Background: an optimization exercise with open tools, aiming at small area and a short achievable clock period. Do not read the settings as production practice. Function was checked by simulation only, so behaviour that the tests miss may differ from the original. Power and IR drop assume default switching activity.

run 1:
==> flow/design.v (excerpt) <==
module postadd_top (
    input  logic                      clk,
    input  logic                      rstn,
    input  logic [64-1:0]    in_val,
    input  logic [4-1:0]    in_carry,
    input  logic [2:0]                mode1,
    input  logic [2:0]                mode2,
    input  logic [2:0]                mode3,
    input  logic [1:0]                addr2,
    input  logic [1:0]                addr3,
    input  logic [1:0]                outsel,
    output logic [72-1:0]   result
);
    localparam int RW = 72;
    localparam int IW = 66;                
    localparam int NL = 3;                 
    localparam int LW = RW / NL;           
    localparam int NB = NL - 1;            
    localparam int SW = RW + 2 * NB;       
    localparam logic [RW-1:0] MOD = RW'(64'hFFFF_FFFF_FFFF_FFC5);
    logic [IW-1:0] op_sum;
    assign op_sum[15:0] = in_val[15:0];
    logic [3:0] cy;                      
    assign cy[0] = 1'b0;
    for (genvar j = 1; j < 4; j++) begin : g_blk
        logic [15:0] v, ones0, ones1, inc1, inc2, s0, s1;
  ...
export LEC_CHECK = 0
export CAP_MARGIN = 20
export CORE_MARGIN = 2
export CORE_UTILIZATION = 60
export SETUP_SLACK_MARGIN = 4.0
export SLEW_MARGIN = 20
export SYNTH_HIERARCHICAL = 1
export SYNTH_MINIMUM_KEEP_SIZE = 0
create_clock -name core_clock -period 7.0 [get_ports {clk}]
standard.sh (not shown) runs the stock make flow with config.mk's settings and CLKGATE_MAP_FILE= SYNTH_SCRIPT=/design/flow/synth_recipe.tcl, a recipe that flattens the netlist after the stock synthesis.
==> flow/flow/run.sh <==
#!/bin/bash
# The standard layout (standard.sh, unchanged synthesis and steps), except
# that the input and output port buffers are buf_4 cells, which timing repair
# can then size, instead of the delay cells buffer_ports picks by default.
set -euo pipefail
cd "$(dirname "$0")/.."
export BUFFER_PORTS_ARGS="-buffer_cell sky130_fd_sc_hd__buf_4"
bash standard.sh > standard.log 2>&1
#### Input delta (run 2 over run 1)
Settings: CTS_CLUSTER_SIZE: unset -> 30; CTS_CLUSTER_DIAMETER: unset -> 60.
[compare] base=run 1 new=run 2: largest incremental delay on the critical path increased 0.07 ns; core utilization now smaller; total area of multi-input combinational cells has remained practically unchanged.
Run 2: PASS, flow complete, no timing, DRC or antenna violations

--- another note on this design; it stands on its own ---

==> job 9510: inputs <==
## postadd_top
module postadd_top (
    input  logic                      clk,
    input  logic                      rstn,
    input  logic [64-1:0]    in_val,
    input  logic [4-1:0]    in_carry,
    input  logic [2:0]                mode1,
    input  logic [2:0]                mode2,
    input  logic [2:0]                mode3,
    input  logic [1:0]                addr2,
    input  logic [1:0]                addr3,
    input  logic [1:0]                outsel,
    output logic [72-1:0]   result
);
Settings: LEC_CHECK=0, CAP_MARGIN=20, CORE_MARGIN=2, CORE_UTILIZATION=60, CTS_CLUSTER_DIAMETER=60, CTS_CLUSTER_SIZE=30, SETUP_SLACK_MARGIN=4.0, SLEW_MARGIN=20, SYNTH_HIERARCHICAL=1, SYNTH_MINIMUM_KEEP_SIZE=0; clock period 7.0 ns.
standard.sh (not shown) runs the stock make flow with config.mk's settings and CLKGATE_MAP_FILE= SYNTH_SCRIPT=/design/flow/synth_recipe.tcl, a recipe that flattens the netlist after the stock synthesis.
==> flow/flow/run.sh <==
#!/bin/bash
# The standard layout (standard.sh, unchanged synthesis and steps), except
# that the input and output port buffers are buf_4 cells, which timing repair
# can then size, instead of the delay cells buffer_ports picks by default.
set -euo pipefail
cd "$(dirname "$0")/.."
export BUFFER_PORTS_ARGS="-buffer_cell sky130_fd_sc_hd__buf_4"
bash standard.sh > standard.log 2>&1
==> job 6944: changes against job 9510 <==
- CORE_UTILIZATION: 60 -> 70
==> summary of the runs <==
Job 6944 produced a clean layout. Job 9510 ran to the end with no violations. In job 9510 the hold slack is worse than in job 6944, by 0.0031 ns. Clock power: job 6944 is lower than job 9510 (about 1%). In job 9510 the register-to-register slack is higher than in job 6944, by 0.08 ns. Die area: job 9510 is larger than job 6944 (16%).
==> figures <==
item                                                 job 6944     job 9510
Outcome                              timing/DRC/antenna clean  timing/DRC/antenna clean
Worst ir drop on vdd                                 0.254 mV     0.241 mV
Area of combinational cells with multiple inputs  29,600 um^2  29,500 um^2
Via count of the first global-routing pass             41,900       40,700
Wirelength per Cell                                   23.7 um      23.1 um
Fin area                                          66,000 um^2  66,500 um^2
Placer's final routability congestion estimate          0.905        0.884
Clock power frac                                        29.8%        30.2%
Number of nets at the end of the flow                   6,064        6,067
Met3 layer wire length in the routed design         19,300 um    14,100 um

-- re-timing with driven ports --
No port has a modelled driver above. Below, the same layouts with a new extraction and two added sets of constraints.
Step 1: set_driving_cell puts a clkbuf_16 on clk and a buf_2 on each other input, an assumption about the parent block.
Step 2 moves the port delays by t, midway between the first and last clock arrival at a register: inputs arrive t later, outputs are due t later. That takes back most of the time a late clock gives input paths.
Slacks: ideal ports / drivers / drivers and shift; pairs: ideal ports / drivers.
| run | shift t [ns] | setup WS [ns] | worst hold slack (ns) | slew at the worst register clock pin (ns) |
|---|---|---|---|---|
| run 1 | 0.756 | 3.892 / 3.892 / 3.317 | 0.326 / 0.326 / 0.326 | 0.07 / 0.07 |
| run 2 | 0.743 | 3.954 / 3.954 / 3.335 | 0.331 / 0.331 / 0.331 | 0.10 / 0.10 |
| job 9510 | 0.766 | 3.958 / 3.958 / 3.252 | 0.358 / 0.358 / 0.358 | 0.10 / 0.10 |
| job 6944 | 0.738 | 3.874 / 3.874 / 3.302 | 0.361 / 0.361 / 0.361 | 0.10 / 0.10 |
After both steps every run listed still meets setup and hold. For job 9510, which loses most, drivers alone change the setup slack by 0.000 ns; drivers and shift together by -0.706 ns.
